This is an optimization exercise on Yosys and OpenROAD, whose aim is small area, a short achievable clock period and few clock cycles per item, not a production implementation.
Function was checked by simulation only, so behaviour that the tests miss may differ from the original.

red:
## fixed_point_alu
module fixed_point_alu #(
  parameter int unsigned FRACTION_BITS = fap_pkg::FractionBitsDef
) (
  input  logic                       clk_i,
  input  logic                       rst_ni,
  input  logic                       in_valid_i,
  output logic                       in_ready_o,
  input  logic [fap_pkg::CmdW-1:0]   in_cmd_i,
  input  logic [fap_pkg::DataW-1:0]  in_operand_a_i,
  input  logic [fap_pkg::DataW-1:0]  in_operand_b_i,
  output logic                       out_valid_o,
  input  logic                       out_ready_i,
  output logic [fap_pkg::DataW-1:0]  out_result_o,
  output logic                       out_overflow_o,
  output logic                       out_divide_by_zero_o
);
==> flow/config.mk <==
export PLATFORM = sky130hd
export DESIGN_NAME = fixed_point_alu
export DESIGN_NICKNAME = fixed_point_alu
export VERILOG_FILES = /design/flow/design.v
export SDC_FILE = /design/flow/constraint.sdc
export NUM_CORES = 4
export LEC_CHECK = 0
export CAP_MARGIN = 20
export CELL_PAD_IN_SITES_DETAIL_PLACEMENT = 1
export CELL_PAD_IN_SITES_GLOBAL_PLACEMENT = 2
export CORE_MARGIN = 2
export CORE_UTILIZATION = 45
export PLACE_DENSITY = 0.6
export SLEW_MARGIN = 20
export TNS_END_PERCENT = 10
==> flow/constraint.sdc <==
create_clock -name core_clock -period 12.0 [get_ports {clk_i}]
set_input_delay 2.4000 -clock core_clock [delete_from_list [all_inputs] [get_ports {clk_i}]]
set_output_delay 2.4000 -clock core_clock [all_outputs]
set_load 0.01 [all_outputs]
standard.sh (not shown) runs the stock make flow with config.mk's settings and CLKGATE_MAP_FILE= SYNTH_SCRIPT=/design/flow/synth_recipe.tcl, a recipe that flattens the netlist after the stock synthesis.
==> flow/flow/run.sh <==
#!/bin/bash
set -euo pipefail
bash standard.sh SETUP_SLACK_MARGIN=7.5 finish > make_finish.log 2>&1
Testbench counts of red, summed over its fixed seeds: cycles 104,734, items 16,000.
--- input diff red..blue ---
==> flow/run.sh (new file) <==
#!/bin/bash
# synth_recipe.tcl (not shown) runs the flow's synth.tcl, then flattens the netlist and writes it again
# the make line also repeats each setting of config.mk as NAME=value (left out here)
make -C /OpenROAD-flow-scripts/flow DESIGN_CONFIG=/design/flow/config.mk WORK_HOME=/design/flow/orfs CLKGATE_MAP_FILE= SYNTH_SCRIPT=/design/flow/synth_recipe.tcl finish
diff --git a/flow/config.mk b/flow/config.mk
--- a/flow/config.mk
+++ b/flow/config.mk
@@ -9,2 +8,0 @@
-export CELL_PAD_IN_SITES_DETAIL_PLACEMENT = 1
-export CELL_PAD_IN_SITES_GLOBAL_PLACEMENT = 2
removed: flow/flow/run.sh
removed: flow/standard.sh
--- outcome ---
- blue ran to completion and came out clean on the timing, design-rule and antenna checks.
- blue ended up with ya_q as its start point of the critical path; red ended up with a_q[0].
- The required time reported for the critical path endpoint on blue is in line with that on red.
- When blue is measured against red, its aggregate routed wire length turns out 7.7 mm lower.
Inputs modified between blue and green:
==> flow/flow/run.sh (new file) <==
#!/bin/bash
set -euo pipefail
bash standard.sh SETUP_SLACK_MARGIN=7.5 finish > make_finish.log 2>&1
==> flow/standard.sh (new file) <==
#!/bin/bash
# synth_recipe.tcl (not shown) runs the flow's synth.tcl, then flattens the netlist and writes it again
# the make line also repeats each setting of config.mk as NAME=value (left out here)
make -C /OpenROAD-flow-scripts/flow DESIGN_CONFIG=/design/flow/config.mk WORK_HOME=/design/flow/orfs CLKGATE_MAP_FILE= SYNTH_SCRIPT=/design/flow/synth_recipe.tcl "${@:-finish}"
removed: flow/run.sh
### Flow results
- green ended with every stage complete and zero timing, DRC or antenna violations.
- Cmp blue and green / setup slack / lower: blue
- Higher wire length of the first global-routing pass among blue and green: green
- Delta (green minus blue): count of fill cells added during filler insertion shrank by about 2.7%, antenna diode count higher.
> inputs changed (green -> orange)
==> flow/flow/run.sh <==
#!/bin/bash
set -euo pipefail
bash standard.sh SETUP_SLACK_MARGIN=7.5 "BUFFER_PORTS_ARGS=-buffer_cell sky130_fd_sc_hd__buf_2" finish > make_finish.log 2>&1
diff --git a/flow/config.mk b/flow/config.mk
--- a/flow/config.mk
+++ b/flow/config.mk
@@ -10,0 +11 @@
+export CTS_BUF_LIST = sky130_fd_sc_hd__clkbuf_8
- Per the comparison of orange with green, arrival time of data at the critical path endpoint went up by 0.02 ns; count of non-CTS buffers in the layout increased by 0.46% relative to the old numbers.
- Wire length: orange vs green — no meaningful difference
- The setup fix buffers added after clock tree synthesis of orange exceeds that of green by about 80%.
- green -> orange: total met3 wirelength after detailed routing decreased by a few percent
- Endpoint required time on the critical path in orange is 0.04 ns higher than in green
The inputs of purple differ from those of orange as listed below.
diff --git a/flow/config.mk b/flow/config.mk
--- a/flow/config.mk
+++ b/flow/config.mk
@@ -11 +10,0 @@
-export CTS_BUF_LIST = sky130_fd_sc_hd__clkbuf_8
[summary]
- purple ran to completion and came out clean on the timing, design-rule and antenna checks.
- Per the comparison of purple with orange, maximum frequency went up 1.3%; maximum single-stage delay on the critical path went down 0.05 ns; non-clock buffer count went down 3.7%; wire length of the first global-routing pass went down 0.53%.
- Via count of the first global-routing pass: purple vs orange — no meaningful difference
- purple against orange: register-to-register slack went up; number of stages on the worst setup path went up by 3; via count of the routed design ~0 delta.
- Sort orange and purple by post-route worst setup slack, descending, and purple comes first.

## static timing again, ports no longer ideal
The flow's constraints put no driver on any port. The routed layouts listed below were extracted and timed again, unchanged, in two steps.
Step 1, drivers: a clkbuf_16 drives clk_i and a buf_2 each remaining input, both assumed.
Step 2 adds t to the input delays and takes it off the output delays; t is the mean of the earliest and latest rising clock arrival at the registers after step 1. Input paths then give back, and output paths get back, about the clock's delay inside the block.
Slacks: ideal ports / drivers / drivers and shift; pairs: ideal ports / drivers.
run | t, ns | setup slack, ns | clock arrival spread, ns
red | 0.510 | 7.172 / 7.172 / 6.918 | 0.029 / 0.029
blue | 0.506 | 6.666 / 6.666 / 6.666 | 0.016 / 0.015
green | 0.506 | 7.358 / 7.358 / 6.977 | 0.014 / 0.014
orange | 0.546 | 7.377 / 7.377 / 6.933 | 0.030 / 0.031
purple | 0.506 | 7.435 / 7.435 / 7.211 | 0.027 / 0.026
After both steps every run listed still meets setup and hold. For orange, which loses most, drivers alone change the setup slack by 0.000 ns; drivers and shift together by -0.444 ns.
